What follows belongs to an exercise in optimizing a design on an open flow for small area, a short achievable clock period and few clock cycles; a production flow would make more cautious choices. Only simulation tests tie the RTL to the original design; equivalence was not proved. Power is estimated from default activity; no workload was simulated.

$ cat standard.sh
#!/bin/bash
# synth_recipe.tcl (not shown) runs the flow's synth.tcl, then flattens the netlist and writes it again
# the make line also repeats each setting of config.mk as NAME=value (left out here)
make -C /OpenROAD-flow-scripts/flow DESIGN_CONFIG=/design/flow/config.mk WORK_HOME=/design/flow/orfs CLKGATE_MAP_FILE= SYNTH_SCRIPT=/design/flow/synth_recipe.tcl "${@:-finish}"
$ cat config.mk
export PLATFORM = sky130hd
export DESIGN_NAME = window_mac5_acc
export DESIGN_NICKNAME = window_mac5_acc
export VERILOG_FILES = /design/flow/design.v
export SDC_FILE = /design/flow/constraint.sdc
export NUM_CORES = 4
export LEC_CHECK = 0
export CAP_MARGIN = 20
export CORE_MARGIN = 2
export CORE_UTILIZATION = 40
export CTS_CLUSTER_DIAMETER = 100
export CTS_CLUSTER_SIZE = 22
export SETUP_SLACK_MARGIN = 5.0
export SLEW_MARGIN = 20
$ cat design.v
package window_mac5_acc_pkg;
  typedef enum logic [1:0] {IDLE, ACCUM, DRAIN, OUT} state_t;
  localparam int DEF_WORD_WIDTH = 16;
  localparam int DEF_FRAC_BITS = 8;
endpackage
module booth_enc (
  input  logic [15:0] w,
  output logic [7:0] one,
  output logic [7:0] two,
  output logic [7:0] neg
);
  assign one[0] = w[0] ^ 1'b0;
  assign two[0] = (w[1] & ~w[0] & ~1'b0) | (~w[1] & w[0] & 1'b0);
  assign neg[0] = w[1];
  assign one[1] = w[2] ^ w[1];
  assign two[1] = (w[3] & ~w[2] & ~w[1]) | (~w[3] & w[2] & w[1]);
  assign neg[1] = w[3];
  assign one[2] = w[4] ^ w[3];
  assign two[2] = (w[5] & ~w[4] & ~w[3]) | (~w[5] & w[4] & w[3]);
  assign neg[2] = w[5];
  assign one[3] = w[6] ^ w[5];
  assign two[3] = (w[7] & ~w[6] & ~w[5]) | (~w[7] & w[6] & w[5]);
  assign neg[3] = w[7];
  assign one[4] = w[8] ^ w[7];
  assign two[4] = (w[9] & ~w[8] & ~w[7]) | (~w[9] & w[8] & w[7]);
  assign neg[4] = w[9];
  assign one[5] = w[10] ^ w[9];
  assign two[5] = (w[11] & ~w[10] & ~w[9]) | (~w[11] & w[10] & w[9]);
  assign neg[5] = w[11];
  assign one[6] = w[12] ^ w[11];
  assign two[6] = (w[13] & ~w[12] & ~w[11]) | (~w[13] & w[12] & w[11]);
  assign neg[6] = w[13];
  assign one[7] = w[14] ^ w[13];
  assign two[7] = (w[15] & ~w[14] & ~w[13]) | (~w[15] & w[14] & w[13]);
  assign neg[7] = w[15];
endmodule
module pp_sum (
  input  logic [7:0] one,
  input  logic [7:0] two,
  input  logic [7:0] neg,
  input  logic [18:0] x,
  output logic [41:0] pa,
  output logic [41:0] pb,
  output logic [41:0] pc
);
  logic [20:0] xe;
  assign xe = {{2{x[18]}}, x};
  logic [19:0] pp0;
  assign pp0 = ({20{one[0]}} & xe[19:0] | {20{two[0]}} & {xe[18:0], 1'b0}) ^ {20{neg[0]}};
  logic [19:0] pp1;
  assign pp1 = ({20{one[1]}} & xe[19:0] | {20{two[1]}} & {xe[18:0], 1'b0}) ^ {20{neg[1]}};
  logic [19:0] pp2;
  assign pp2 = ({20{one[2]}} & xe[19:0] | {20{two[2]}} & {xe[18:0], 1'b0}) ^ {20{neg[2]}};
  logic [19:0] pp3;
  assign pp3 = ({20{one[3]}} & xe[19:0] | {20{two[3]}} & {xe[18:0], 1'b0}) ^ {20{neg[3]}};
  logic [19:0] pp4;
  assign pp4 = ({20{one[4]}} & xe[19:0] | {20{two[4]}} & {xe[18:0], 1'b0}) ^ {20{neg[4]}};
  logic [19:0] pp5;
  assign pp5 = ({20{one[5]}} & xe[19:0] | {20{two[5]}} & {xe[18:0], 1'b0}) ^ {20{neg[5]}};
  logic [19:0] pp6;
  assign pp6 = ({20{one[6]}} & xe[19:0] | {20{two[6]}} & {xe[18:0], 1'b0}) ^ {20{neg[6]}};
  logic [19:0] pp7;
  assign pp7 = ({20{one[7]}} & xe[19:0] | {20{two[7]}} & {xe[18:0], 1'b0}) ^ {20{neg[7]}};
  logic as1, ac1;
  assign as1 = neg[2] ^ pp0[4];
  assign ac1 = neg[2] & pp0[4];
  logic as2, ac2;
  assign as2 = pp0[5] ^ pp1[3];
  assign ac2 = pp0[5] & pp1[3];
  logic as3, ac3;
  assign as3 = neg[3] ^ pp0[6] ^ pp1[4];
  assign ac3 = (neg[3] & pp0[6]) | (neg[3] & pp1[4]) | (pp0[6] & pp1[4]);
  logic as4, ac4;
  assign as4 = pp2[2] ^ pp3[0];
  assign ac4 = pp2[2] & pp3[0];
  logic as5, ac5;
  assign as5 = pp0[7] ^ pp1[5] ^ pp2[3];
  assign ac5 = (pp0[7] & pp1[5]) | (pp0[7] & pp2[3]) | (pp1[5] & pp2[3]);
  logic as6, ac6;
  assign as6 = pp3[1] ^ ac4;
  assign ac6 = pp3[1] & ac4;
  logic as7, ac7;
  assign as7 = neg[4] ^ pp0[8] ^ pp1[6];
  assign ac7 = (neg[4] & pp0[8]) | (neg[4] & pp1[6]) | (pp0[8] & pp1[6]);
  logic as8, ac8;
  assign as8 = pp2[4] ^ pp3[2] ^ pp4[0];
  assign ac8 = (pp2[4] & pp3[2]) | (pp2[4] & pp4[0]) | (pp3[2] & pp4[0]);
  logic as9, ac9;
  assign as9 = ac5 ^ ac6;
  assign ac9 = ac5 & ac6;
  logic as10, ac10;
  assign as10 = pp0[9] ^ pp1[7] ^ pp2[5];
  assign ac10 = (pp0[9] & pp1[7]) | (pp0[9] & pp2[5]) | (pp1[7] & pp2[5]);
  logic as11, ac11;
  assign as11 = pp3[3] ^ pp4[1] ^ ac7;
  assign ac11 = (pp3[3] & pp4[1]) | (pp3[3] & ac7) | (pp4[1] & ac7);
  logic as12, ac12;
  assign as12 = ac8 ^ as10;
  assign ac12 = ac8 & as10;
  logic as13, ac13;
  assign as13 = neg[5] ^ pp0[10] ^ pp1[8];
  assign ac13 = (neg[5] & pp0[10]) | (neg[5] & pp1[8]) | (pp0[10] & pp1[8]);
  logic as14, ac14;
  assign as14 = pp2[6] ^ pp3[4] ^ pp4[2];
  assign ac14 = (pp2[6] & pp3[4]) | (pp2[6] & pp4[2]) | (pp3[4] & pp4[2]);
  logic as15, ac15;
  assign as15 = pp5[0] ^ ac10 ^ as13;
  assign ac15 = (pp5[0] & ac10) | (pp5[0] & as13) | (ac10 & as13);
  logic as16, ac16;
  assign as16 = as14 ^ ac12;
  assign ac16 = as14 & ac12;
  logic as17, ac17;
  assign as17 = pp0[11] ^ pp1[9] ^ pp2[7];
  assign ac17 = (pp0[11] & pp1[9]) | (pp0[11] & pp2[7]) | (pp1[9] & pp2[7]);
  logic as18, ac18;
  assign as18 = pp3[5] ^ pp4[3] ^ pp5[1];
  assign ac18 = (pp3[5] & pp4[3]) | (pp3[5] & pp5[1]) | (pp4[3] & pp5[1]);
  logic as19, ac19;
  assign as19 = ac13 ^ ac14 ^ as17;
  assign ac19 = (ac13 & ac14) | (ac13 & as17) | (ac14 & as17);
  logic as20, ac20;
  assign as20 = as18 ^ ac15;
  assign ac20 = as18 & ac15;
  logic as21, ac21;
  assign as21 = neg[6] ^ pp0[12] ^ pp1[10];
  assign ac21 = (neg[6] & pp0[12]) | (neg[6] & pp1[10]) | (pp0[12] & pp1[10]);
  logic as22, ac22;
  assign as22 = pp2[8] ^ pp3[6] ^ pp4[4];
  assign ac22 = (pp2[8] & pp3[6]) | (pp2[8] & pp4[4]) | (pp3[6] & pp4[4]);
  logic as23, ac23;
  assign as23 = pp5[2] ^ pp6[0] ^ ac17;
  assign ac23 = (pp5[2] & pp6[0]) | (pp5[2] & ac17) | (pp6[0] & ac17);
  logic as24, ac24;
  assign as24 = ac18 ^ as21 ^ as22;
  assign ac24 = (ac18 & as21) | (ac18 & as22) | (as21 & as22);
  logic as25, ac25;
  assign as25 = ac19 ^ as23;
  assign ac25 = ac19 & as23;
  logic as26, ac26;
  assign as26 = pp0[13] ^ pp1[11] ^ pp2[9];
  assign ac26 = (pp0[13] & pp1[11]) | (pp0[13] & pp2[9]) | (pp1[11] & pp2[9]);
  logic as27, ac27;
  assign as27 = pp3[7] ^ pp4[5] ^ pp5[3];
  assign ac27 = (pp3[7] & pp4[5]) | (pp3[7] & pp5[3]) | (pp4[5] & pp5[3]);
  logic as28, ac28;
  assign as28 = pp6[1] ^ ac21 ^ ac22;
  assign ac28 = (pp6[1] & ac21) | (pp6[1] & ac22) | (ac21 & ac22);
  logic as29, ac29;
  assign as29 = as26 ^ as27 ^ ac23;
  assign ac29 = (as26 & as27) | (as26 & ac23) | (as27 & ac23);
  logic as30, ac30;
  assign as30 = ac24 ^ as28;
  assign ac30 = ac24 & as28;
  logic as31, ac31;
  assign as31 = neg[7] ^ pp0[14] ^ pp1[12];
  assign ac31 = (neg[7] & pp0[14]) | (neg[7] & pp1[12]) | (pp0[14] & pp1[12]);
  logic as32, ac32;
  assign as32 = pp2[10] ^ pp3[8] ^ pp4[6];
  assign ac32 = (pp2[10] & pp3[8]) | (pp2[10] & pp4[6]) | (pp3[8] & pp4[6]);
  logic as33, ac33;
  assign as33 = pp5[4] ^ pp6[2] ^ pp7[0];
  assign ac33 = (pp5[4] & pp6[2]) | (pp5[4] & pp7[0]) | (pp6[2] & pp7[0]);
  logic as34, ac34;
  assign as34 = ac26 ^ ac27 ^ as31;
  assign ac34 = (ac26 & ac27) | (ac26 & as31) | (ac27 & as31);
  logic as35, ac35;
  assign as35 = as32 ^ as33 ^ ac28;
  assign ac35 = (as32 & as33) | (as32 & ac28) | (as33 & ac28);
  logic as36, ac36;
  assign as36 = as34 ^ ac30;
  assign ac36 = as34 & ac30;
  logic as37, ac37;
  assign as37 = pp0[15] ^ pp1[13] ^ pp2[11];
  assign ac37 = (pp0[15] & pp1[13]) | (pp0[15] & pp2[11]) | (pp1[13] & pp2[11]);
  logic as38, ac38;
  assign as38 = pp3[9] ^ pp4[7] ^ pp5[5];
  assign ac38 = (pp3[9] & pp4[7]) | (pp3[9] & pp5[5]) | (pp4[7] & pp5[5]);
  logic as39, ac39;
  assign as39 = pp6[3] ^ pp7[1] ^ ac31;
  assign ac39 = (pp6[3] & pp7[1]) | (pp6[3] & ac31) | (pp7[1] & ac31);
  logic as40, ac40;
  assign as40 = ac32 ^ ac33 ^ as37;
  assign ac40 = (ac32 & ac33) | (ac32 & as37) | (ac33 & as37);
  logic as41, ac41;
  assign as41 = as38 ^ ac34 ^ as39;
  assign ac41 = (as38 & ac34) | (as38 & as39) | (ac34 & as39);
  logic as42, ac42;
  assign as42 = as40 ^ ac35;
  assign ac42 = as40 & ac35;
  logic as43, ac43;
  assign as43 = pp0[16] ^ pp1[14] ^ pp2[12];
  assign ac43 = (pp0[16] & pp1[14]) | (pp0[16] & pp2[12]) | (pp1[14] & pp2[12]);
  logic as44, ac44;
  assign as44 = pp3[10] ^ pp4[8] ^ pp5[6];
  assign ac44 = (pp3[10] & pp4[8]) | (pp3[10] & pp5[6]) | (pp4[8] & pp5[6]);
  logic as45, ac45;
  assign as45 = pp6[4] ^ pp7[2] ^ ac37;
  assign ac45 = (pp6[4] & pp7[2]) | (pp6[4] & ac37) | (pp7[2] & ac37);
  logic as46, ac46;
  assign as46 = ac38 ^ as43 ^ as44;
  assign ac46 = (ac38 & as43) | (ac38 & as44) | (as43 & as44);
  logic as47, ac47;
  assign as47 = ac39 ^ ac40 ^ as45;
  assign ac47 = (ac39 & ac40) | (ac39 & as45) | (ac40 & as45);
  logic as48, ac48;
  assign as48 = as46 ^ ac41;
  assign ac48 = as46 & ac41;
  logic as49, ac49;
  assign as49 = pp0[17] ^ pp1[15] ^ pp2[13];
  assign ac49 = (pp0[17] & pp1[15]) | (pp0[17] & pp2[13]) | (pp1[15] & pp2[13]);
  logic as50, ac50;
  assign as50 = pp3[11] ^ pp4[9] ^ pp5[7];
  assign ac50 = (pp3[11] & pp4[9]) | (pp3[11] & pp5[7]) | (pp4[9] & pp5[7]);
  logic as51, ac51;
  assign as51 = pp6[5] ^ pp7[3] ^ ac43;
  assign ac51 = (pp6[5] & pp7[3]) | (pp6[5] & ac43) | (pp7[3] & ac43);
  logic as52, ac52;
  assign as52 = ac44 ^ as49 ^ as50;
  assign ac52 = (ac44 & as49) | (ac44 & as50) | (as49 & as50);
  logic as53, ac53;
  assign as53 = ac45 ^ ac46 ^ as51;
  assign ac53 = (ac45 & ac46) | (ac45 & as51) | (ac46 & as51);
  logic as54, ac54;
  assign as54 = as52 ^ ac47;
  assign ac54 = as52 & ac47;
  logic as55, ac55;
  assign as55 = pp0[18] ^ pp1[16] ^ pp2[14];
  assign ac55 = (pp0[18] & pp1[16]) | (pp0[18] & pp2[14]) | (pp1[16] & pp2[14]);
  logic as56, ac56;
  assign as56 = pp3[12] ^ pp4[10] ^ pp5[8];
  assign ac56 = (pp3[12] & pp4[10]) | (pp3[12] & pp5[8]) | (pp4[10] & pp5[8]);
  logic as57, ac57;
  assign as57 = pp6[6] ^ pp7[4] ^ ac49;
  assign ac57 = (pp6[6] & pp7[4]) | (pp6[6] & ac49) | (pp7[4] & ac49);
  logic as58, ac58;
  assign as58 = ac50 ^ as55 ^ as56;
  assign ac58 = (ac50 & as55) | (ac50 & as56) | (as55 & as56);
  logic as59, ac59;
  assign as59 = ac51 ^ ac52 ^ as57;
  assign ac59 = (ac51 & ac52) | (ac51 & as57) | (ac52 & as57);
  logic as60, ac60;
  assign as60 = as58 ^ ac53;
  assign ac60 = as58 & ac53;
  logic as61, ac61;
  assign as61 = 1'b1 ^ ~pp0[19] ^ pp1[17];
  assign ac61 = (1'b1 & ~pp0[19]) | (1'b1 & pp1[17]) | (~pp0[19] & pp1[17]);
  logic as62, ac62;
  assign as62 = pp2[15] ^ pp3[13] ^ pp4[11];
  assign ac62 = (pp2[15] & pp3[13]) | (pp2[15] & pp4[11]) | (pp3[13] & pp4[11]);
  logic as63, ac63;
  assign as63 = pp5[9] ^ pp6[7] ^ pp7[5];
  assign ac63 = (pp5[9] & pp6[7]) | (pp5[9] & pp7[5]) | (pp6[7] & pp7[5]);
  logic as64, ac64;
  assign as64 = ac55 ^ ac56 ^ as61;
  assign ac64 = (ac55 & ac56) | (ac55 & as61) | (ac56 & as61);
  logic as65, ac65;
  assign as65 = as62 ^ as63 ^ ac57;
  assign ac65 = (as62 & as63) | (as62 & ac57) | (as63 & ac57);
  logic as66, ac66;
  assign as66 = ac58 ^ as64 ^ as65;
  assign ac66 = (ac58 & as64) | (ac58 & as65) | (as64 & as65);
  logic as67, ac67;
  assign as67 = 1'b1 ^ pp1[18] ^ pp2[16];
  assign ac67 = (1'b1 & pp1[18]) | (1'b1 & pp2[16]) | (pp1[18] & pp2[16]);
  logic as68, ac68;
  assign as68 = pp3[14] ^ pp4[12] ^ pp5[10];
  assign ac68 = (pp3[14] & pp4[12]) | (pp3[14] & pp5[10]) | (pp4[12] & pp5[10]);
  logic as69, ac69;
  assign as69 = pp6[8] ^ pp7[6] ^ ac61;
  assign ac69 = (pp6[8] & pp7[6]) | (pp6[8] & ac61) | (pp7[6] & ac61);
  logic as70, ac70;
  assign as70 = ac62 ^ ac63 ^ as67;
  assign ac70 = (ac62 & ac63) | (ac62 & as67) | (ac63 & as67);
  logic as71, ac71;
  assign as71 = as68 ^ ac64 ^ as69;
  assign ac71 = (as68 & ac64) | (as68 & as69) | (ac64 & as69);
  logic as72, ac72;
  assign as72 = as70 ^ ac65;
  assign ac72 = as70 & ac65;
  logic as73, ac73;
  assign as73 = ~pp1[19] ^ pp2[17] ^ pp3[15];
  assign ac73 = (~pp1[19] & pp2[17]) | (~pp1[19] & pp3[15]) | (pp2[17] & pp3[15]);
  logic as74, ac74;
  assign as74 = pp4[13] ^ pp5[11] ^ pp6[9];
  assign ac74 = (pp4[13] & pp5[11]) | (pp4[13] & pp6[9]) | (pp5[11] & pp6[9]);
  logic as75, ac75;
  assign as75 = pp7[7] ^ ac67 ^ ac68;
  assign ac75 = (pp7[7] & ac67) | (pp7[7] & ac68) | (ac67 & ac68);
  logic as76, ac76;
  assign as76 = as73 ^ as74 ^ ac69;
  assign ac76 = (as73 & as74) | (as73 & ac69) | (as74 & ac69);
  logic as77, ac77;
  assign as77 = ac70 ^ as75 ^ as76;
  assign ac77 = (ac70 & as75) | (ac70 & as76) | (as75 & as76);
  logic as78, ac78;
  assign as78 = 1'b1 ^ pp2[18] ^ pp3[16];
  assign ac78 = (1'b1 & pp2[18]) | (1'b1 & pp3[16]) | (pp2[18] & pp3[16]);
  logic as79, ac79;
  assign as79 = pp4[14] ^ pp5[12] ^ pp6[10];
  assign ac79 = (pp4[14] & pp5[12]) | (pp4[14] & pp6[10]) | (pp5[12] & pp6[10]);
  logic as80, ac80;
  assign as80 = pp7[8] ^ ac73 ^ ac74;
  assign ac80 = (pp7[8] & ac73) | (pp7[8] & ac74) | (ac73 & ac74);
  logic as81, ac81;
  assign as81 = as78 ^ as79 ^ ac75;
  assign ac81 = (as78 & as79) | (as78 & ac75) | (as79 & ac75);
  logic as82, ac82;
  assign as82 = as80 ^ ac76;
  assign ac82 = as80 & ac76;
  logic as83, ac83;
  assign as83 = ~pp2[19] ^ pp3[17] ^ pp4[15];
  assign ac83 = (~pp2[19] & pp3[17]) | (~pp2[19] & pp4[15]) | (pp3[17] & pp4[15]);
  logic as84, ac84;
  assign as84 = pp5[13] ^ pp6[11] ^ pp7[9];
  assign ac84 = (pp5[13] & pp6[11]) | (pp5[13] & pp7[9]) | (pp6[11] & pp7[9]);
  logic as85, ac85;
  assign as85 = ac78 ^ ac79 ^ as83;
  assign ac85 = (ac78 & ac79) | (ac78 & as83) | (ac79 & as83);
  logic as86, ac86;
  assign as86 = as84 ^ ac80 ^ as85;
  assign ac86 = (as84 & ac80) | (as84 & as85) | (ac80 & as85);
  logic as87, ac87;
  assign as87 = 1'b1 ^ pp3[18] ^ pp4[16];
  assign ac87 = (1'b1 & pp3[18]) | (1'b1 & pp4[16]) | (pp3[18] & pp4[16]);
  logic as88, ac88;
  assign as88 = pp5[14] ^ pp6[12] ^ pp7[10];
  assign ac88 = (pp5[14] & pp6[12]) | (pp5[14] & pp7[10]) | (pp6[12] & pp7[10]);
  logic as89, ac89;
  assign as89 = ac83 ^ ac84 ^ as87;
  assign ac89 = (ac83 & ac84) | (ac83 & as87) | (ac84 & as87);
  logic as90, ac90;
  assign as90 = as88 ^ ac85;
  assign ac90 = as88 & ac85;
  logic as91, ac91;
  assign as91 = ~pp3[19] ^ pp4[17] ^ pp5[15];
  assign ac91 = (~pp3[19] & pp4[17]) | (~pp3[19] & pp5[15]) | (pp4[17] & pp5[15]);
  logic as92, ac92;
  assign as92 = pp6[13] ^ pp7[11] ^ ac87;
  assign ac92 = (pp6[13] & pp7[11]) | (pp6[13] & ac87) | (pp7[11] & ac87);
  logic as93, ac93;
  assign as93 = ac88 ^ as91 ^ ac89;
  assign ac93 = (ac88 & as91) | (ac88 & ac89) | (as91 & ac89);
  logic as94, ac94;
  assign as94 = 1'b1 ^ pp4[18] ^ pp5[16];
  assign ac94 = (1'b1 & pp4[18]) | (1'b1 & pp5[16]) | (pp4[18] & pp5[16]);
  logic as95, ac95;
  assign as95 = pp6[14] ^ pp7[12] ^ ac91;
  assign ac95 = (pp6[14] & pp7[12]) | (pp6[14] & ac91) | (pp7[12] & ac91);
  logic as96, ac96;
  assign as96 = as94 ^ ac92;
  assign ac96 = as94 & ac92;
  logic as97, ac97;
  assign as97 = ~pp4[19] ^ pp5[17] ^ pp6[15];
  assign ac97 = (~pp4[19] & pp5[17]) | (~pp4[19] & pp6[15]) | (pp5[17] & pp6[15]);
  logic as98, ac98;
  assign as98 = pp7[13] ^ ac94 ^ as97;
  assign ac98 = (pp7[13] & ac94) | (pp7[13] & as97) | (ac94 & as97);
  logic as99, ac99;
  assign as99 = 1'b1 ^ pp5[18] ^ pp6[16];
  assign ac99 = (1'b1 & pp5[18]) | (1'b1 & pp6[16]) | (pp5[18] & pp6[16]);
  logic as100, ac100;
  assign as100 = pp7[14] ^ ac97;
  assign ac100 = pp7[14] & ac97;
  logic as101, ac101;
  assign as101 = ~pp5[19] ^ pp6[17] ^ pp7[15];
  assign ac101 = (~pp5[19] & pp6[17]) | (~pp5[19] & pp7[15]) | (pp6[17] & pp7[15]);
  logic as102, ac102;
  assign as102 = 1'b1 ^ pp6[18];
  assign ac102 = 1'b1 & pp6[18];
  assign pa[0] = neg[0];
  assign pb[0] = pp0[0];
  assign pc[0] = 1'b0;
  assign pa[1] = pp0[1];
  assign pb[1] = 1'b0;
  assign pc[1] = 1'b0;
  assign pa[2] = neg[1];
  assign pb[2] = pp0[2];
  assign pc[2] = pp1[0];
  assign pa[3] = pp0[3];
  assign pb[3] = pp1[1];
  assign pc[3] = 1'b0;
  assign pa[4] = pp1[2];
  assign pb[4] = pp2[0];
  assign pc[4] = as1;
  assign pa[5] = pp2[1];
  assign pb[5] = ac1;
  assign pc[5] = as2;
  assign pa[6] = ac2;
  assign pb[6] = as4;
  assign pc[6] = as3;
  assign pa[7] = ac3;
  assign pb[7] = as5;
  assign pc[7] = as6;
  assign pa[8] = as7;
  assign pb[8] = as8;
  assign pc[8] = as9;
  assign pa[9] = ac9;
  assign pb[9] = as12;
  assign pc[9] = as11;
  assign pa[10] = ac11;
  assign pb[10] = as15;
  assign pc[10] = as16;
  assign pa[11] = ac16;
  assign pb[11] = as19;
  assign pc[11] = as20;
  assign pa[12] = as24;
  assign pb[12] = ac20;
  assign pc[12] = as25;
  assign pa[13] = ac25;
  assign pb[13] = as30;
  assign pc[13] = as29;
  assign pa[14] = ac29;
  assign pb[14] = as35;
  assign pc[14] = as36;
  assign pa[15] = ac36;
  assign pb[15] = as41;
  assign pc[15] = as42;
  assign pa[16] = as47;
  assign pb[16] = ac42;
  assign pc[16] = as48;
  assign pa[17] = as53;
  assign pb[17] = ac48;
  assign pc[17] = as54;
  assign pa[18] = as59;
  assign pb[18] = ac54;
  assign pc[18] = as60;
  assign pa[19] = ac59;
  assign pb[19] = ac60;
  assign pc[19] = as66;
  assign pa[20] = as71;
  assign pb[20] = as72;
  assign pc[20] = ac66;
  assign pa[21] = ac71;
  assign pb[21] = ac72;
  assign pc[21] = as77;
  assign pa[22] = as81;
  assign pb[22] = as82;
  assign pc[22] = ac77;
  assign pa[23] = ac81;
  assign pb[23] = as86;
  assign pc[23] = ac82;
  assign pa[24] = as89;
  assign pb[24] = as90;
  assign pc[24] = ac86;
  assign pa[25] = as92;
  assign pb[25] = ac90;
  assign pc[25] = as93;
  assign pa[26] = as95;
  assign pb[26] = as96;
  assign pc[26] = ac93;
  assign pa[27] = ac95;
  assign pb[27] = as98;
  assign pc[27] = ac96;
  assign pa[28] = as99;
  assign pb[28] = as100;
  assign pc[28] = ac98;
  assign pa[29] = ac99;
  assign pb[29] = as101;
  assign pc[29] = ac100;
  assign pa[30] = pp7[16];
  assign pb[30] = as102;
  assign pc[30] = ac101;
  assign pa[31] = ~pp6[19];
  assign pb[31] = pp7[17];
  assign pc[31] = ac102;
  assign pa[32] = 1'b1;
  assign pb[32] = pp7[18];
  assign pc[32] = 1'b0;
  assign pa[33] = ~pp7[19];
  assign pb[33] = 1'b0;
  assign pc[33] = 1'b0;
  assign pa[34] = 1'b1;
  assign pb[34] = 1'b0;
  assign pc[34] = 1'b0;
  assign pa[35] = 1'b1;
  assign pb[35] = 1'b0;
  assign pc[35] = 1'b0;
  assign pa[36] = 1'b1;
  assign pb[36] = 1'b0;
  assign pc[36] = 1'b0;
  assign pa[37] = 1'b1;
  assign pb[37] = 1'b0;
  assign pc[37] = 1'b0;
  assign pa[38] = 1'b1;
  assign pb[38] = 1'b0;
  assign pc[38] = 1'b0;
  assign pa[39] = 1'b1;
  assign pb[39] = 1'b0;
  assign pc[39] = 1'b0;
  assign pa[40] = 1'b1;
  assign pb[40] = 1'b0;
  assign pc[40] = 1'b0;
  assign pa[41] = 1'b1;
  assign pb[41] = 1'b0;
  assign pc[41] = 1'b0;
endmodule
module acc_add (
  input  logic [41:0] acc,
  input  logic [7:0] cin,
  input  logic [41:0] pa,
  input  logic [41:0] pb,
  input  logic [41:0] pc,
  output logic [41:0] acc_n,
  output logic [7:0] cout
);
  logic [41:0] r0, r1;
  logic bs1, bc1;
  assign bs1 = acc[0] ^ pa[0] ^ pb[0];
  assign bc1 = (acc[0] & pa[0]) | (acc[0] & pb[0]) | (pa[0] & pb[0]);
  logic bs2, bc2;
  assign bs2 = acc[1] ^ pa[1] ^ pb[1];
  assign bc2 = (acc[1] & pa[1]) | (acc[1] & pb[1]) | (pa[1] & pb[1]);
  logic bs3, bc3;
  assign bs3 = pc[1] ^ bc1;
  assign bc3 = pc[1] & bc1;
  logic bs4, bc4;
  assign bs4 = acc[2] ^ pa[2] ^ pb[2];
  assign bc4 = (acc[2] & pa[2]) | (acc[2] & pb[2]) | (pa[2] & pb[2]);
  logic bs5, bc5;
  assign bs5 = pc[2] ^ bc2 ^ bs4;
  assign bc5 = (pc[2] & bc2) | (pc[2] & bs4) | (bc2 & bs4);
  logic bs6, bc6;
  assign bs6 = acc[3] ^ pa[3] ^ pb[3];
  assign bc6 = (acc[3] & pa[3]) | (acc[3] & pb[3]) | (pa[3] & pb[3]);
  logic bs7, bc7;
  assign bs7 = pc[3] ^ bc4 ^ bs6;
  assign bc7 = (pc[3] & bc4) | (pc[3] & bs6) | (bc4 & bs6);
  logic bs8, bc8;
  assign bs8 = acc[4] ^ pa[4] ^ pb[4];
  assign bc8 = (acc[4] & pa[4]) | (acc[4] & pb[4]) | (pa[4] & pb[4]);
  logic bs9, bc9;
  assign bs9 = pc[4] ^ bc6 ^ bs8;
  assign bc9 = (pc[4] & bc6) | (pc[4] & bs8) | (bc6 & bs8);
  logic bs10, bc10;
  assign bs10 = acc[5] ^ pa[5] ^ pb[5];
  assign bc10 = (acc[5] & pa[5]) | (acc[5] & pb[5]) | (pa[5] & pb[5]);
  logic bs11, bc11;
  assign bs11 = pc[5] ^ bc8 ^ bs10;
  assign bc11 = (pc[5] & bc8) | (pc[5] & bs10) | (bc8 & bs10);
  logic bs12, bc12;
  assign bs12 = acc[6] ^ pa[6] ^ pb[6];
  assign bc12 = (acc[6] & pa[6]) | (acc[6] & pb[6]) | (pa[6] & pb[6]);
  logic bs13, bc13;
  assign bs13 = pc[6] ^ bc10 ^ bs12;
  assign bc13 = (pc[6] & bc10) | (pc[6] & bs12) | (bc10 & bs12);
  logic bs14, bc14;
  assign bs14 = acc[7] ^ pa[7] ^ pb[7];
  assign bc14 = (acc[7] & pa[7]) | (acc[7] & pb[7]) | (pa[7] & pb[7]);
  logic bs15, bc15;
  assign bs15 = pc[7] ^ bc12 ^ bs14;
  assign bc15 = (pc[7] & bc12) | (pc[7] & bs14) | (bc12 & bs14);
  logic bs16, bc16;
  assign bs16 = acc[8] ^ pa[8] ^ pb[8];
  assign bc16 = (acc[8] & pa[8]) | (acc[8] & pb[8]) | (pa[8] & pb[8]);
  logic bs17, bc17;
  assign bs17 = pc[8] ^ bc14 ^ bs16;
  assign bc17 = (pc[8] & bc14) | (pc[8] & bs16) | (bc14 & bs16);
  logic bs18, bc18;
  assign bs18 = acc[9] ^ pa[9] ^ pb[9];
  assign bc18 = (acc[9] & pa[9]) | (acc[9] & pb[9]) | (pa[9] & pb[9]);
  logic bs19, bc19;
  assign bs19 = pc[9] ^ bc16 ^ bs18;
  assign bc19 = (pc[9] & bc16) | (pc[9] & bs18) | (bc16 & bs18);
  logic bs20, bc20;
  assign bs20 = acc[10] ^ pa[10] ^ pb[10];
  assign bc20 = (acc[10] & pa[10]) | (acc[10] & pb[10]) | (pa[10] & pb[10]);
  logic bs21, bc21;
  assign bs21 = pc[10] ^ bc18 ^ bs20;
  assign bc21 = (pc[10] & bc18) | (pc[10] & bs20) | (bc18 & bs20);
  logic bs22, bc22;
  assign bs22 = acc[11] ^ pa[11] ^ pb[11];
  assign bc22 = (acc[11] & pa[11]) | (acc[11] & pb[11]) | (pa[11] & pb[11]);
  logic bs23, bc23;
  assign bs23 = pc[11] ^ bc20 ^ bs22;
  assign bc23 = (pc[11] & bc20) | (pc[11] & bs22) | (bc20 & bs22);
  logic bs24, bc24;
  assign bs24 = acc[12] ^ pa[12] ^ pb[12];
  assign bc24 = (acc[12] & pa[12]) | (acc[12] & pb[12]) | (pa[12] & pb[12]);
  logic bs25, bc25;
  assign bs25 = pc[12] ^ bc22 ^ bs24;
  assign bc25 = (pc[12] & bc22) | (pc[12] & bs24) | (bc22 & bs24);
  logic bs26, bc26;
  assign bs26 = acc[13] ^ pa[13] ^ pb[13];
  assign bc26 = (acc[13] & pa[13]) | (acc[13] & pb[13]) | (pa[13] & pb[13]);
  logic bs27, bc27;
  assign bs27 = pc[13] ^ bc24 ^ bs26;
  assign bc27 = (pc[13] & bc24) | (pc[13] & bs26) | (bc24 & bs26);
  logic bs28, bc28;
  assign bs28 = acc[14] ^ pa[14] ^ pb[14];
  assign bc28 = (acc[14] & pa[14]) | (acc[14] & pb[14]) | (pa[14] & pb[14]);
  logic bs29, bc29;
  assign bs29 = pc[14] ^ bc26 ^ bs28;
  assign bc29 = (pc[14] & bc26) | (pc[14] & bs28) | (bc26 & bs28);
  logic bs30, bc30;
  assign bs30 = acc[15] ^ pa[15] ^ pb[15];
  assign bc30 = (acc[15] & pa[15]) | (acc[15] & pb[15]) | (pa[15] & pb[15]);
  logic bs31, bc31;
  assign bs31 = pc[15] ^ bc28 ^ bs30;
  assign bc31 = (pc[15] & bc28) | (pc[15] & bs30) | (bc28 & bs30);
  logic bs32, bc32;
  assign bs32 = acc[16] ^ pa[16] ^ pb[16];
  assign bc32 = (acc[16] & pa[16]) | (acc[16] & pb[16]) | (pa[16] & pb[16]);
  logic bs33, bc33;
  assign bs33 = pc[16] ^ bc30 ^ bs32;
  assign bc33 = (pc[16] & bc30) | (pc[16] & bs32) | (bc30 & bs32);
  logic bs34, bc34;
  assign bs34 = acc[17] ^ pa[17] ^ pb[17];
  assign bc34 = (acc[17] & pa[17]) | (acc[17] & pb[17]) | (pa[17] & pb[17]);
  logic bs35, bc35;
  assign bs35 = pc[17] ^ bc32 ^ bs34;
  assign bc35 = (pc[17] & bc32) | (pc[17] & bs34) | (bc32 & bs34);
  logic bs36, bc36;
  assign bs36 = acc[18] ^ pa[18] ^ pb[18];
  assign bc36 = (acc[18] & pa[18]) | (acc[18] & pb[18]) | (pa[18] & pb[18]);
  logic bs37, bc37;
  assign bs37 = pc[18] ^ bc34 ^ bs36;
  assign bc37 = (pc[18] & bc34) | (pc[18] & bs36) | (bc34 & bs36);
  logic bs38, bc38;
  assign bs38 = acc[19] ^ pa[19] ^ pb[19];
  assign bc38 = (acc[19] & pa[19]) | (acc[19] & pb[19]) | (pa[19] & pb[19]);
  logic bs39, bc39;
  assign bs39 = pc[19] ^ bc36 ^ bs38;
  assign bc39 = (pc[19] & bc36) | (pc[19] & bs38) | (bc36 & bs38);
  logic bs40, bc40;
  assign bs40 = acc[20] ^ pa[20] ^ pb[20];
  assign bc40 = (acc[20] & pa[20]) | (acc[20] & pb[20]) | (pa[20] & pb[20]);
  logic bs41, bc41;
  assign bs41 = pc[20] ^ bc38 ^ bs40;
  assign bc41 = (pc[20] & bc38) | (pc[20] & bs40) | (bc38 & bs40);
  logic bs42, bc42;
  assign bs42 = acc[21] ^ pa[21] ^ pb[21];
  assign bc42 = (acc[21] & pa[21]) | (acc[21] & pb[21]) | (pa[21] & pb[21]);
  logic bs43, bc43;
  assign bs43 = pc[21] ^ bc40 ^ bs42;
  assign bc43 = (pc[21] & bc40) | (pc[21] & bs42) | (bc40 & bs42);
  logic bs44, bc44;
  assign bs44 = acc[22] ^ pa[22] ^ pb[22];
  assign bc44 = (acc[22] & pa[22]) | (acc[22] & pb[22]) | (pa[22] & pb[22]);
  logic bs45, bc45;
  assign bs45 = pc[22] ^ bc42 ^ bs44;
  assign bc45 = (pc[22] & bc42) | (pc[22] & bs44) | (bc42 & bs44);
  logic bs46, bc46;
  assign bs46 = acc[23] ^ pa[23] ^ pb[23];
  assign bc46 = (acc[23] & pa[23]) | (acc[23] & pb[23]) | (pa[23] & pb[23]);
  logic bs47, bc47;
  assign bs47 = pc[23] ^ bc44 ^ bs46;
  assign bc47 = (pc[23] & bc44) | (pc[23] & bs46) | (bc44 & bs46);
  logic bs48, bc48;
  assign bs48 = acc[24] ^ pa[24] ^ pb[24];
  assign bc48 = (acc[24] & pa[24]) | (acc[24] & pb[24]) | (pa[24] & pb[24]);
  logic bs49, bc49;
  assign bs49 = pc[24] ^ bc46 ^ bs48;
  assign bc49 = (pc[24] & bc46) | (pc[24] & bs48) | (bc46 & bs48);
  logic bs50, bc50;
  assign bs50 = acc[25] ^ pa[25] ^ pb[25];
  assign bc50 = (acc[25] & pa[25]) | (acc[25] & pb[25]) | (pa[25] & pb[25]);
  logic bs51, bc51;
  assign bs51 = pc[25] ^ bc48 ^ bs50;
  assign bc51 = (pc[25] & bc48) | (pc[25] & bs50) | (bc48 & bs50);
  logic bs52, bc52;
  assign bs52 = acc[26] ^ pa[26] ^ pb[26];
  assign bc52 = (acc[26] & pa[26]) | (acc[26] & pb[26]) | (pa[26] & pb[26]);
  logic bs53, bc53;
  assign bs53 = pc[26] ^ bc50 ^ bs52;
  assign bc53 = (pc[26] & bc50) | (pc[26] & bs52) | (bc50 & bs52);
  logic bs54, bc54;
  assign bs54 = acc[27] ^ pa[27] ^ pb[27];
  assign bc54 = (acc[27] & pa[27]) | (acc[27] & pb[27]) | (pa[27] & pb[27]);
  logic bs55, bc55;
  assign bs55 = pc[27] ^ bc52 ^ bs54;
  assign bc55 = (pc[27] & bc52) | (pc[27] & bs54) | (bc52 & bs54);
  logic bs56, bc56;
  assign bs56 = acc[28] ^ pa[28] ^ pb[28];
  assign bc56 = (acc[28] & pa[28]) | (acc[28] & pb[28]) | (pa[28] & pb[28]);
  logic bs57, bc57;
  assign bs57 = pc[28] ^ bc54 ^ bs56;
  assign bc57 = (pc[28] & bc54) | (pc[28] & bs56) | (bc54 & bs56);
  logic bs58, bc58;
  assign bs58 = acc[29] ^ pa[29] ^ pb[29];
  assign bc58 = (acc[29] & pa[29]) | (acc[29] & pb[29]) | (pa[29] & pb[29]);
  logic bs59, bc59;
  assign bs59 = pc[29] ^ bc56 ^ bs58;
  assign bc59 = (pc[29] & bc56) | (pc[29] & bs58) | (bc56 & bs58);
  logic bs60, bc60;
  assign bs60 = acc[30] ^ pa[30] ^ pb[30];
  assign bc60 = (acc[30] & pa[30]) | (acc[30] & pb[30]) | (pa[30] & pb[30]);
  logic bs61, bc61;
  assign bs61 = pc[30] ^ bc58 ^ bs60;
  assign bc61 = (pc[30] & bc58) | (pc[30] & bs60) | (bc58 & bs60);
  logic bs62, bc62;
  assign bs62 = acc[31] ^ pa[31] ^ pb[31];
  assign bc62 = (acc[31] & pa[31]) | (acc[31] & pb[31]) | (pa[31] & pb[31]);
  logic bs63, bc63;
  assign bs63 = pc[31] ^ bc60 ^ bs62;
  assign bc63 = (pc[31] & bc60) | (pc[31] & bs62) | (bc60 & bs62);
  logic bs64, bc64;
  assign bs64 = acc[32] ^ pa[32] ^ pb[32];
  assign bc64 = (acc[32] & pa[32]) | (acc[32] & pb[32]) | (pa[32] & pb[32]);
  logic bs65, bc65;
  assign bs65 = pc[32] ^ bc62 ^ bs64;
  assign bc65 = (pc[32] & bc62) | (pc[32] & bs64) | (bc62 & bs64);
  logic bs66, bc66;
  assign bs66 = acc[33] ^ pa[33] ^ pb[33];
  assign bc66 = (acc[33] & pa[33]) | (acc[33] & pb[33]) | (pa[33] & pb[33]);
  logic bs67, bc67;
  assign bs67 = pc[33] ^ bc64 ^ bs66;
  assign bc67 = (pc[33] & bc64) | (pc[33] & bs66) | (bc64 & bs66);
  logic bs68, bc68;
  assign bs68 = acc[34] ^ pa[34] ^ pb[34];
  assign bc68 = (acc[34] & pa[34]) | (acc[34] & pb[34]) | (pa[34] & pb[34]);
  logic bs69, bc69;
  assign bs69 = pc[34] ^ bc66 ^ bs68;
  assign bc69 = (pc[34] & bc66) | (pc[34] & bs68) | (bc66 & bs68);
  logic bs70, bc70;
  assign bs70 = acc[35] ^ pa[35] ^ pb[35];
  assign bc70 = (acc[35] & pa[35]) | (acc[35] & pb[35]) | (pa[35] & pb[35]);
  logic bs71, bc71;
  assign bs71 = pc[35] ^ bc68 ^ bs70;
  assign bc71 = (pc[35] & bc68) | (pc[35] & bs70) | (bc68 & bs70);
  logic bs72, bc72;
  assign bs72 = acc[36] ^ pa[36] ^ pb[36];
  assign bc72 = (acc[36] & pa[36]) | (acc[36] & pb[36]) | (pa[36] & pb[36]);
  logic bs73, bc73;
  assign bs73 = pc[36] ^ bc70 ^ bs72;
  assign bc73 = (pc[36] & bc70) | (pc[36] & bs72) | (bc70 & bs72);
  logic bs74, bc74;
  assign bs74 = acc[37] ^ pa[37] ^ pb[37];
  assign bc74 = (acc[37] & pa[37]) | (acc[37] & pb[37]) | (pa[37] & pb[37]);
  logic bs75, bc75;
  assign bs75 = pc[37] ^ bc72 ^ bs74;
  assign bc75 = (pc[37] & bc72) | (pc[37] & bs74) | (bc72 & bs74);
  logic bs76, bc76;
  assign bs76 = acc[38] ^ pa[38] ^ pb[38];
  assign bc76 = (acc[38] & pa[38]) | (acc[38] & pb[38]) | (pa[38] & pb[38]);
  logic bs77, bc77;
  assign bs77 = pc[38] ^ bc74 ^ bs76;
  assign bc77 = (pc[38] & bc74) | (pc[38] & bs76) | (bc74 & bs76);
  logic bs78, bc78;
  assign bs78 = acc[39] ^ pa[39] ^ pb[39];
  assign bc78 = (acc[39] & pa[39]) | (acc[39] & pb[39]) | (pa[39] & pb[39]);
  logic bs79, bc79;
  assign bs79 = pc[39] ^ bc76 ^ bs78;
  assign bc79 = (pc[39] & bc76) | (pc[39] & bs78) | (bc76 & bs78);
  logic bs80, bc80;
  assign bs80 = acc[40] ^ pa[40] ^ pb[40];
  assign bc80 = (acc[40] & pa[40]) | (acc[40] & pb[40]) | (pa[40] & pb[40]);
  logic bs81, bc81;
  assign bs81 = pc[40] ^ bc78 ^ bs80;
  assign bc81 = (pc[40] & bc78) | (pc[40] & bs80) | (bc78 & bs80);
  logic bs82, bc82;
  assign bs82 = acc[41] ^ pa[41] ^ pb[41];
  assign bc82 = (acc[41] & pa[41]) | (acc[41] & pb[41]) | (pa[41] & pb[41]);
  logic bs83, bc83;
  assign bs83 = pc[41] ^ bc80 ^ bs82;
  assign bc83 = (pc[41] & bc80) | (pc[41] & bs82) | (bc80 & bs82);
  assign r0[0] = pc[0];
  assign r1[0] = bs1;
  assign r0[1] = bs2;
  assign r1[1] = bs3;
  assign r0[2] = bc3;
  assign r1[2] = bs5;
  assign r0[3] = bc5;
  assign r1[3] = bs7;
  assign r0[4] = bc7;
  assign r1[4] = bs9;
  assign r0[5] = bc9;
  assign r1[5] = bs11;
  assign r0[6] = bc11;
  assign r1[6] = bs13;
  assign r0[7] = bc13;
  assign r1[7] = bs15;
  assign r0[8] = bc15;
  assign r1[8] = bs17;
  assign r0[9] = bc17;
  assign r1[9] = bs19;
  assign r0[10] = bc19;
  assign r1[10] = bs21;
  assign r0[11] = bc21;
  assign r1[11] = bs23;
  assign r0[12] = bc23;
  assign r1[12] = bs25;
  assign r0[13] = bc25;
  assign r1[13] = bs27;
  assign r0[14] = bc27;
  assign r1[14] = bs29;
  assign r0[15] = bc29;
  assign r1[15] = bs31;
  assign r0[16] = bc31;
  assign r1[16] = bs33;
  assign r0[17] = bc33;
  assign r1[17] = bs35;
  assign r0[18] = bc35;
  assign r1[18] = bs37;
  assign r0[19] = bc37;
  assign r1[19] = bs39;
  assign r0[20] = bc39;
  assign r1[20] = bs41;
  assign r0[21] = bc41;
  assign r1[21] = bs43;
  assign r0[22] = bc43;
  assign r1[22] = bs45;
  assign r0[23] = bc45;
  assign r1[23] = bs47;
  assign r0[24] = bc47;
  assign r1[24] = bs49;
  assign r0[25] = bc49;
  assign r1[25] = bs51;
  assign r0[26] = bc51;
  assign r1[26] = bs53;
  assign r0[27] = bc53;
  assign r1[27] = bs55;
  assign r0[28] = bc55;
  assign r1[28] = bs57;
  assign r0[29] = bc57;
  assign r1[29] = bs59;
  assign r0[30] = bc59;
  assign r1[30] = bs61;
  assign r0[31] = bc61;
  assign r1[31] = bs63;
  assign r0[32] = bc63;
  assign r1[32] = bs65;
  assign r0[33] = bc65;
  assign r1[33] = bs67;
  assign r0[34] = bc67;
  assign r1[34] = bs69;
  assign r0[35] = bc69;
  assign r1[35] = bs71;
  assign r0[36] = bc71;
  assign r1[36] = bs73;
  assign r0[37] = bc73;
  assign r1[37] = bs75;
  assign r0[38] = bc75;
  assign r1[38] = bs77;
  assign r0[39] = bc77;
  assign r1[39] = bs79;
  assign r0[40] = bc79;
  assign r1[40] = bs81;
  assign r0[41] = bc81;
  assign r1[41] = bs83;
  assign {cout[0], acc_n[4:0]} = 6'(r0[4:0]) + 6'(r1[4:0]) + 6'(1'b0);
  assign {cout[1], acc_n[9:5]} = 6'(r0[9:5]) + 6'(r1[9:5]) + 6'(cin[0]);
  assign {cout[2], acc_n[14:10]} = 6'(r0[14:10]) + 6'(r1[14:10]) + 6'(cin[1]);
  assign {cout[3], acc_n[19:15]} = 6'(r0[19:15]) + 6'(r1[19:15]) + 6'(cin[2]);
  assign {cout[4], acc_n[24:20]} = 6'(r0[24:20]) + 6'(r1[24:20]) + 6'(cin[3]);
  assign {cout[5], acc_n[29:25]} = 6'(r0[29:25]) + 6'(r1[29:25]) + 6'(cin[4]);
  assign {cout[6], acc_n[34:30]} = 6'(r0[34:30]) + 6'(r1[34:30]) + 6'(cin[5]);
  assign {cout[7], acc_n[39:35]} = 6'(r0[39:35]) + 6'(r1[39:35]) + 6'(cin[6]);
  assign acc_n[41:40] = r0[41:40] + r1[41:40] + 2'(cin[7]);
endmodule
import window_mac5_acc_pkg::*;
module window_mac5_acc #(
  parameter int WORD_WIDTH = window_mac5_acc_pkg::DEF_WORD_WIDTH,
  parameter int FRAC_BITS  = window_mac5_acc_pkg::DEF_FRAC_BITS,
  parameter int CNT_WIDTH  = 8
) (
  input  logic                  clk,
  input  logic                  rst,
  input  logic                  w_load,
  input  logic [2:0]            w_idx,
  input  logic [WORD_WIDTH-1:0] w_data,
  input  logic                  start,
  input  logic [CNT_WIDTH-1:0]  acc_len,
  input  logic                  in_valid,
  input  logic [WORD_WIDTH-1:0] data_in_0,
  input  logic [WORD_WIDTH-1:0] data_in_1,
  input  logic [WORD_WIDTH-1:0] data_in_2,
  input  logic [WORD_WIDTH-1:0] data_in_3,
  input  logic [WORD_WIDTH-1:0] data_in_4,
  output logic                  busy,
  output logic                  out_valid,
  output logic [WORD_WIDTH-1:0] out_data
);
  localparam int XW = WORD_WIDTH + 3;             
  localparam int SW = 2 * WORD_WIDTH + CNT_WIDTH + 2;   
  localparam int PW = SW;                         
  localparam int L1 = 5;                          
  localparam int L2 = 10;                         
  localparam int L3 = 15;
  localparam logic [CNT_WIDTH-1:0] DONE_CNT = CNT_WIDTH'(-7);
  localparam int CH = 5;                          
  localparam int NCH = (SW + CH - 1) / CH;
  logic [4:0][WORD_WIDTH-1:0] weight;
  logic [4:0][WORD_WIDTH-1:0] window;
  logic [4:0][XW-1:0] x_sum, x_keep, x_add, x_nxt;
  logic [4:0] x_c1, x_c2, x_c3, c1_nxt, c2_nxt, c3_nxt;
  logic [4:0] ring;
  logic [4:0] w_set;       
  logic [XW-1:0] xr, x_sel, x_pick;
  logic c1_sel, c2_sel, c3_sel;
  logic [WORD_WIDTH-1:0] w_sel;
  logic [WORD_WIDTH/2-1:0] one, two, neg, one_r, two_r, neg_r;
  logic [PW-1:0] pa, pb, pc, pa_r, pb_r, pc_r;
  logic [SW-1:0] acc, acc_nxt, total, pend;
  logic [NCH-2:0] acc_cy, cy_nxt;
  logic [CNT_WIDTH-1:0] cnt;
  logic accum;
  logic idle, busy_nx;
  logic [4:0] ring_nx, keep;
  logic go, accept, last, fire;
  logic [SW-FRAC_BITS-1:0] rounded;
  logic [WORD_WIDTH-1:0] result;
  logic in_range;
  assign window = {data_in_4, data_in_3, data_in_2, data_in_1, data_in_0};
  assign go = idle && start && acc_len != '0;
  assign accept = accum && in_valid;
  assign last = accept && cnt == CNT_WIDTH'(1);
  assign fire = !idle && !accum && cnt == DONE_CNT;
  assign busy_nx = idle ? go : !fire;
  assign ring_nx = {ring[3:0], ring[4]};
  for (genvar i = 0; i < 5; i++) begin : g_tap
    assign x_keep[i] = keep[i] ? x_sum[i] : XW'(0);
    assign x_add[i] = accept ? XW'($signed(window[i])) : XW'(0);
    assign {c1_nxt[i], x_nxt[i][L1-1:0]} = (L1+1)'(x_keep[i][L1-1:0]) + (L1+1)'(x_add[i][L1-1:0]);
    assign {c2_nxt[i], x_nxt[i][L2-1:L1]} = (L2-L1+1)'(x_keep[i][L2-1:L1])
                                          + (L2-L1+1)'(x_add[i][L2-1:L1]) + (L2-L1+1)'(keep[i] && x_c1[i]);
    assign {c3_nxt[i], x_nxt[i][L3-1:L2]} = (L3-L2+1)'(x_keep[i][L3-1:L2])
                                          + (L3-L2+1)'(x_add[i][L3-1:L2]) + (L3-L2+1)'(keep[i] && x_c2[i]);
    assign x_nxt[i][XW-1:L3] = x_keep[i][XW-1:L3] + x_add[i][XW-1:L3] + (XW-L3)'(keep[i] && x_c3[i]);
  end
  always_comb begin
    x_sel = '0;
    c1_sel = 1'b0;
    c2_sel = 1'b0;
    c3_sel = 1'b0;
    w_sel = '0;
    for (int i = 0; i < 5; i++) begin
      x_sel = x_sel | ({XW{ring[i]}} & x_sum[i]);
      c1_sel = c1_sel | (ring[i] & x_c1[i]);
      c2_sel = c2_sel | (ring[i] & x_c2[i]);
      c3_sel = c3_sel | (ring[i] & x_c3[i]);
      w_sel = w_sel | ({WORD_WIDTH{ring[i] && w_set[i]}} & weight[i]);
    end
  end
  assign x_pick = {x_sel[XW-1:L1] + (XW-L1)'({c3_sel, {(L3-L2-1){1'b0}}, c2_sel, {(L2-L1-1){1'b0}}, c1_sel}),
                   x_sel[L1-1:0]};
  booth_enc u_enc (
    .w(w_sel),
    .one(one),
    .two(two),
    .neg(neg)
  );
  pp_sum u_pp (
    .one(one_r),
    .two(two_r),
    .neg(neg_r),
    .x(xr),
    .pa(pa),
    .pb(pb),
    .pc(pc)
  );
  acc_add u_acc (
    .acc(acc),
    .cin(acc_cy),
    .pa(pa_r),
    .pb(pb_r),
    .pc(pc_r),
    .acc_n(acc_nxt),
    .cout(cy_nxt)
  );
  always_comb begin
    pend = '0;
    for (int c = 1; c < NCH; c++) pend[c*CH] = acc_cy[c-1];
  end
  assign total = acc + pend;
  assign rounded = total[SW-1:FRAC_BITS];
  assign in_range = &rounded[SW-FRAC_BITS-1:WORD_WIDTH-1] || ~|rounded[SW-FRAC_BITS-1:WORD_WIDTH-1];
  assign result = in_range ? rounded[WORD_WIDTH-1:0]
                           : {rounded[SW-FRAC_BITS-1], {(WORD_WIDTH-1){~rounded[SW-FRAC_BITS-1]}}};
  always_ff @(posedge clk) begin
    x_sum <= x_nxt;
    x_c1 <= c1_nxt;
    x_c2 <= c2_nxt;
    x_c3 <= c3_nxt;
    xr <= (idle || rst) ? '0 : x_pick;
    one_r <= one;
    two_r <= two;
    neg_r <= neg;
    pa_r <= pa;
    pb_r <= pb;
    pc_r <= pc;
    for (int i = 0; i < 5; i++)
      if (idle && w_load && w_idx == 3'(i)) weight[i] <= w_data;
    acc <= idle ? SW'(1 << (FRAC_BITS - 1)) : acc_nxt;
    acc_cy <= idle ? '0 : cy_nxt;
    keep <= (busy_nx && !rst) ? ~ring_nx : '0;
    cnt <= idle ? acc_len : cnt - CNT_WIDTH'(!accum || in_valid);
    if (rst) begin
      ring <= 5'b00001;
      busy <= 1'b0;
      idle <= 1'b1;
      accum <= 1'b0;
      out_valid <= 1'b0;
      out_data <= '0;
      w_set <= '0;
    end else begin
      ring <= ring_nx;
      busy <= busy_nx;
      idle <= !busy_nx;
      accum <= accum ? !last : go;
      out_valid <= fire;
      if (fire) out_data <= result;
      for (int i = 0; i < 5; i++)
        if (idle && w_load && w_idx == 3'(i)) w_set[i] <= 1'b1;
    end
  end
endmodule
$ cat flow/run.sh
#!/bin/bash
set -euo pipefail
export BUFFER_PORTS_ARGS="-buffer_cell sky130_fd_sc_hd__buf_2"
bash standard.sh finish > standard.log 2>&1
$ cat constraint.sdc
create_clock -name core_clock -period 7.5 [get_ports {clk}]
set_input_delay 1.5000 -clock core_clock [delete_from_list [all_inputs] [get_ports {clk}]]
set_output_delay 1.5000 -clock core_clock [all_outputs]
set_load 0.01 [all_outputs]
==> flow_metrics.tcl, run 1 <==
set metrics [dict create \
    outcome "finished clean" \
    layout_min_cycle_time_ns 2.92 \
    rows 91 \
    first_pass_iters 6 \
    totalWireLength_um 65300 \
    die_area_um2 64300 \
    cts_hold_buf 0 \
    maxCapViolCount 0 \
    relSlewSlack_pct 46.0 \
    globalplace.congestion 0.870 \
    numClockSinks 420 \
    globalRouteOverflowTotal 0 \
    clk_pin_slew_ns 0.10 \
    grt_start_max_net_pins 67 \
    cts_root_buf "clkbuf_16" \
    worst_r2r_startpoint "acc[20]" \
    ys_async_sr_fraction_pct 0 \
    die_x_um 254 \
    fin_skew_ns 0.0274 \
    fin_tns_setup_ns 0 \
    grt_pass1_wl_um 99300 \
    grt_antenna_before_repair 5 \
    yosysMostFrequentCell "dfxtp_1" \
    synth_top_area_share_pct 27.3 \
    r2r_cells 11 \
    end_kind "flop" \
    wl_per_cell_um 18.7 \
    cp_max_fo 5 \
    slew_viol_final 0 \
    place_inst 3268 \
    hpwlAfterDp_um 44100 \
    final_nets 3093 \
    vias 18300 \
    peakVddDrop_uv 146 \
    yosysTopAreaCell "dfxtp_1" \
    ys_seq_elements 420 \
    worstSkewPairLatency_ns 0.58 \
    synth_area_leaders "dfxtp_1, fa_1, edfxtp_1" \
    hp-class "reg -> reg" \
    drive_gt1_share_pct 29.1 \
    syn-num-nets 2892 \
    max_freq_mhz 342 \
    syn_area_um2 24900 \
    area_growth_pct 23.1 \
    die_h_um 254 \
    cts-htree-levels 1 \
    syn_avg_cell_area_um2 10.2 \
    grt_usage_pct 19.4 \
    grt_pass1_vias 18300 \
    cts_tree "built" \
    synthCells 2433 \
    viasPerCell 5.25 \
    total_leakage_power_nw 13.4 \
    required_ns 7.96 \
    core_um2 61600 \
    rsz0062_at_grt "true" \
    port_buffers 129 \
    drc_errors 0 \
    r2r_end "out_data[4]" \
    tightest_slew_ns 0.810 \
    start_util_pct 40.5 \
    ys.flop_type "dfxtp_1" \
    synth_common_cells "dfxtp_1, inv_1, a22oi_1, fa_1, xnor2_1" \
    hold_viol 0 \
    powerDensity_nw_per_um2 176 \
    cts_inserted_buffers 23 \
    min_from "w_set[1]" \
    setup_viol 0 \
    synth_cell_types 67 \
    antenna_left 0 \
    ys_seq_area_share_pct 37.0 \
    layout.cells.non_filler 3484 \
    regToRegSetupSlack_ns 4.58 \
    path_class "reg -> reg" \
    arrival_ns 3.38 \
    ys_warn_count 1 \
    ios 130 \
    cts_buffer_depth 3 \
    finalCritPeriodShare_pct 39.0 \
    hold_end "w_set[1]" \
    drt_iter0_drc 1426 \
    whs_path_depth 2 \
    synth_edf_count 80 \
    cp-start-kind "flop" \
]
-- cell usage in the layout, fill, tap and decap left out, types with 77 or more instances in the layout --
cell type	n
edfxtp_1	80
and2_1	77
ha_1	120
dfxtp_1	258
fa_1	131
buf_2	113
xnor2_1	173
nor2_1	85
buf_4	134
xor2_1	96
nand2_1	134
inv_1	203
a22oi_1	155
-- registers in the layout, summed over array words and instances, names as in the netlist, 16 cells and up --
| name | flops |
|---|---|
| x_sum | 95 |
| weight | 80 |
| acc | 42 |
| pa_r | 33 |
| pb_r | 32 |
| pc_r | 29 |
| xr | 19 |
| out_data | 16 |
-- repair_timing --
action,in CTS,in global routing
cloned,6,4
pin swaps,92,154
endpoints found under the setup margin,229,139
buffers inserted,68,100
gates resized for setup,227,237
-- metrics by stage --
stage	worst slack (ns)	cell area, µm²	power, W	hold slack (ns)	util [%]
2_1_floorplan	4.48	25600	0.00353	0.349	-
3_3_place_gp	3.73	26600	0.00378	0.443	43.2
3_5_place_dp	3.64	26600	0.00383	0.452	43.2
4_1_cts	4.61	28700	0.00528	0.472	46.6
5_1_grt	4.48	30700	0.00573	0.489	49.8
6_report	4.58	30700	0.00540	0.466	49.8
-- worst max path at each step --
| stage | startpoint | to | slack, ns | cells after the start |
|---|---|---|---|---|
| 2_1_floorplan | in_valid | x_sum[14] | 4.48 | 11 |
| 3_3_place_gp | in_valid | x_sum[14] | 3.73 | 11 |
| 3_5_place_dp | in_valid | x_sum[14] | 3.64 | 11 |
| 4_1_cts | acc[30] | out_data[10] | 4.61 | 10 |
| 5_1_grt | acc[20] | out_data[4] | 4.48 | 12 |
| 6_report | acc[20] | out_data[4] | 4.58 | 11 |
-- report_power, final --
part	total, W	leakage (nW)	switching, W	internal, W
clock	0.00137	0.324	0.000758	0.000615
combinational	0.00143	9.52	0.000719	0.000715
sequential	0.00260	3.54	0.000170	0.00243
-- kinds of logic (layout without fill, tap and decap cells) --
kind of cell               after synthesis  count (layout)  share of synthesized area [%]
and+or+nand+nor                        519             522                           10.6
AOI/OAI and AO/OA                      471             471                           13.5
DFF                                    420             420                           37.0
buffers and inverters                  391             598                           5.89
adders and majority gates              347             347                           23.0
xor gates and xnor gates               281             281                           9.88
muxes                                    4               4                          0.211
other                                    0               4                              0
-- critical path, cell delays in order (launching register included) --
cell       delay (ns)
dfxtp_4          0.37
ha_4             0.28
nand2_4          0.05
nor4_4           0.41
a41oi_4          0.24
a211oi_2         0.29
xnor2_1          0.18
o2111a_1         0.24
nand4_1          0.16
mux2i_4          0.31
clkbuf_16        0.21
a31oi_1          0.07
-- metal layers --
layer	up-vias	GRT usage [%]	wire length, µm
met5	-	0	14
met4	4	6.29	2700
met1	8953	26.0	28600
li1	8605	-	-
met3	151	2.52	3690
met2	584	32.4	30300
-- layout make-up --
type	count	area [µm²]
Fill cell	5527	30900
Timing Repair Buffer	320	2670
Multi-Input combinational cell	1625	15900
Clock buffer	30	613
Antenna cell	4	10.0
Sequential cell	420	9410
Inverter	244	922
Tap cell	837	1050
Clock inverter	4	55.1
Testbench counts, summed over its fixed seeds: cycles 17,141.
==> run 2, diff against run 1 <==
--- a/config.mk
+++ b/config.mk
@@ -12,3 +12,3 @@
 export CTS_CLUSTER_SIZE = 22
-export SETUP_SLACK_MARGIN = 5.0
+export SETUP_SLACK_MARGIN = 4.7
 export SLEW_MARGIN = 20
==> flow_metrics.tcl, run 2 <==
set metrics [dict create \
    outcome "finished clean" \
    grt_usage_pct 18.9 \
    vias 17500 \
    syn_avg_cell_area_um2 10.2 \
    internal_power_w 0.00362 \
    power_switching_share_pct 30.2 \
    finalCritPeriodShare_pct 39.1 \
    yosysTopAreaCell "dfxtp_1" \
    fin_skew_ns 0.0296 \
    top_register "x_sum" \
    peakVddDrop_uv 158 \
    relSlewSlack_pct 30.5 \
    final_cell_mix "dfxtp_1, inv_1, a22oi_1" \
    cts-htree-levels 1 \
    p_seq_share_pct 50.3 \
    synth_area_leaders "dfxtp_1, fa_1, edfxtp_1" \
    tightest_slew_ns 1.04 \
    port_buffers 129 \
    synthCells 2433 \
    final_nets 2964 \
    grt_antenna_before_repair 7 \
    end_kind "flop" \
    cp-start-kind "flop" \
    syn-num-nets 2892 \
    die_area_um2 64300 \
    cts_inserted_buffers 23 \
    die_h_um 254 \
    cp_max_fo 5 \
    clk_pin_slew_ns 0.09 \
    synth_common_cells "dfxtp_1, inv_1, a22oi_1, fa_1, xnor2_1" \
    powerDensity_nw_per_um2 186 \
    antenna_left 0 \
    viasPerCell 5.22 \
    ys_async_sr_fraction_pct 0 \
    grt_start_max_net_pins 66 \
    p_clk_share_pct 25.6 \
    ios 130 \
    numClockSinks 420 \
    setup_viol 0 \
    cts_hold_buf 0 \
    total_power_w 0.00518 \
    grt_pass1_vias 17800 \
    ys.flop_type "dfxtp_1" \
    worstSkewPairLatency_ns 0.57 \
    fin_tns_setup_ns 0 \
    globalRouteOverflowTotal 0 \
    hpwlAfterDp_um 43900 \
    ys_warn_count 1 \
    globalplace.congestion 0.858 \
    synth_top_area_share_pct 27.3 \
    final_core_util_pct 45.3 \
    required_ns 7.98 \
    yosysMostFrequentCell "dfxtp_1" \
    area_growth_pct 11.9 \
    fillers 5812 \
    rsz0062_at_grt "true" \
    hp-class "reg -> reg" \
    rows 91 \
    arrival_ns 3.42 \
    drive_gt1_share_pct 16.0 \
    hold_viol 0 \
    p_switching_w 0.00156 \
    slew_viol_final 0 \
    die_x_um 254 \
    drt_iter0_drc 1305 \
    largestRegisters "x_sum: 95 flops, weight: 80 flops, acc: 42 flops" \
    wl_per_cell_um 18.3 \
    first_pass_iters 9 \
    ys_seq_elements 420 \
    cts_root_buf "clkbuf_16" \
    maxCapViolCount 0 \
    largest_reg_flops 95 \
    core_um2 61600 \
    layout_min_cycle_time_ns 2.93 \
    synth_edf_count 80 \
    syn_area_um2 24900 \
    drc_errors 0 \
    cts_tree "built" \
    max_freq_mhz 341 \
    combPwrFrac_pct 24.1 \
    totalWireLength_um 61300 \
    cts_buffer_depth 3 \
    layout_commonest_cell "dfxtp_1" \
    total_leakage_power_nw 12.5 \
    start_util_pct 40.5 \
    synth_cell_types 67 \
    ys_seq_area_share_pct 37.0 \
    grt_pass1_wl_um 97000 \
    path_class "reg -> reg" \
]
run 2: cell counts after synthesis:
Identical to the previous run, type by type.
run 2: what timing repair did:
item / 4_1_cts / 5_1_grt
resized for setup: 90 / 49
pin swaps: 56 / 22
gates cloned: 4 / 1
setup buffers: 32 / 12
setup endpoints to repair: 141 / 59
run 2: power groups by stage:
stage                     logic (W)  clock network (W)  registers (W)
after CTS                   0.00122            0.00138        0.00261
after global routing        0.00144            0.00145        0.00262
after global placement      0.00110                  0        0.00265
after detailed placement    0.00114                  0        0.00266
after floorplan            0.000924                  0        0.00257
final                       0.00125            0.00133        0.00260
run 2: per-layer routing:
layer / vias to the layer above / wire length (µm) / track usage (%)
met4: 4 / 1750 / 5.61
met3: 115 / 3950 / 3.47
met5: - / 24 / 0
met2: 517 / 28400 / 31.3
met1: 8544 / 27100 / 25.2
li1: 8336 / - / -
run 2: cell type report:
| type | count | area, µm² | area share [%] |
|---|---|---|---|
| multi-input cells | 1624 | 14700 | 52.7 |
| flip-flops and latches | 420 | 9320 | 33.4 |
| repair buffers | 192 | 1240 | 4.47 |
| well taps | 837 | 1050 | 3.76 |
| inverters | 244 | 920 | 3.30 |
| clock buffers | 30 | 612 | 2.19 |
| clock inverters | 4 | 31.3 | 0.112 |
| diodes | 4 | 10.0 | 0.0359 |
run 2: logic make-up (layout without fill, tap and decap cells):
kind of cell / count (synthesis) / count (layout) / share of synthesized area (%)
AOI/OAI and AO/OA: 471 / 471 / 13.5
xor gates and xnor gates: 281 / 281 / 9.88
adders and majority gates: 347 / 347 / 23.0
buffers and inverters: 391 / 470 / 5.89
DFF: 420 / 420 / 37.0
muxes: 4 / 4 / 0.211
other: 0 / 4 / 0
and+or+nand+nor: 519 / 521 / 10.6
run 2: path summary, 6_finish.rpt:
path | slack [ns] | startpoint | endpoint | cells after the start
worst max register to register | 4.57 | acc_cy[5] | out_data[0] | 10
worst min-delay path | 0.47 | w_set[1] | w_set[1] | 2
worst min register to register | 0.47 | w_set[1] | w_set[1] | 2
worst max-delay path | 4.57 | acc_cy[5] | out_data[0] | 10
run 2: metrics by stage:
step	hold WS, ns	worst slack (ns)	std cells	cell area [µm²]
2_1_floorplan	0.347	4.48	2433	25200
3_3_place_gp	0.444	3.75	3268	26400
3_5_place_dp	0.452	3.64	3268	26400
4_1_cts	0.473	4.61	3338	27600
5_1_grt	0.494	4.33	3354	27900
6_report	0.468	4.57	3355	27900
run 2: worst max-delay path, stage by stage (launching register included):
cell and delay (ns):
dfxtp_1 0.36, ha_1 0.32, nand3_2 0.13, a2111oi_0 0.68, o211ai_1 0.20, or4_4 0.47, o32ai_4 0.26, buf_6 0.15
buf_12 0.11, o21ai_2 0.05, a31oi_1 0.15

[port drivers added, routing unchanged]
The flow's constraints put no driver on any port. The routed layouts listed below were extracted and timed again, unchanged, in two steps. Step 1 sets driving cells, clkbuf_16 on the clock port and buf_2 on the other inputs (assumed; they add their load-dependent delay and slew). Step 2, shift: input delay + t, output delay - t, t = (earliest + latest rising clock arrival at the registers) / 2. This alone moves slack from input paths to output paths. Slacks: no drivers / after step 1 / after step 2; pairs: no drivers / after step 1.
| run | t (ns) | setup WS [ns] | worst hold slack (ns) | worst setup path at the end | latest minus earliest clock arrival (ns) |
|---|---|---|---|---|---|
| run 1 | 0.625 | 4.576 / 4.576 / 4.254 | 0.466 / 0.466 / 0.466 | input to register | 0.029 / 0.029 |
| run 2 | 0.621 | 4.566 / 4.566 / 4.180 | 0.468 / 0.468 / 0.468 | input to register | 0.038 / 0.037 |
After both steps every run listed still meets setup and hold. For run 2, which loses most, drivers alone change the setup slack by 0.000 ns; drivers and shift together by -0.386 ns.
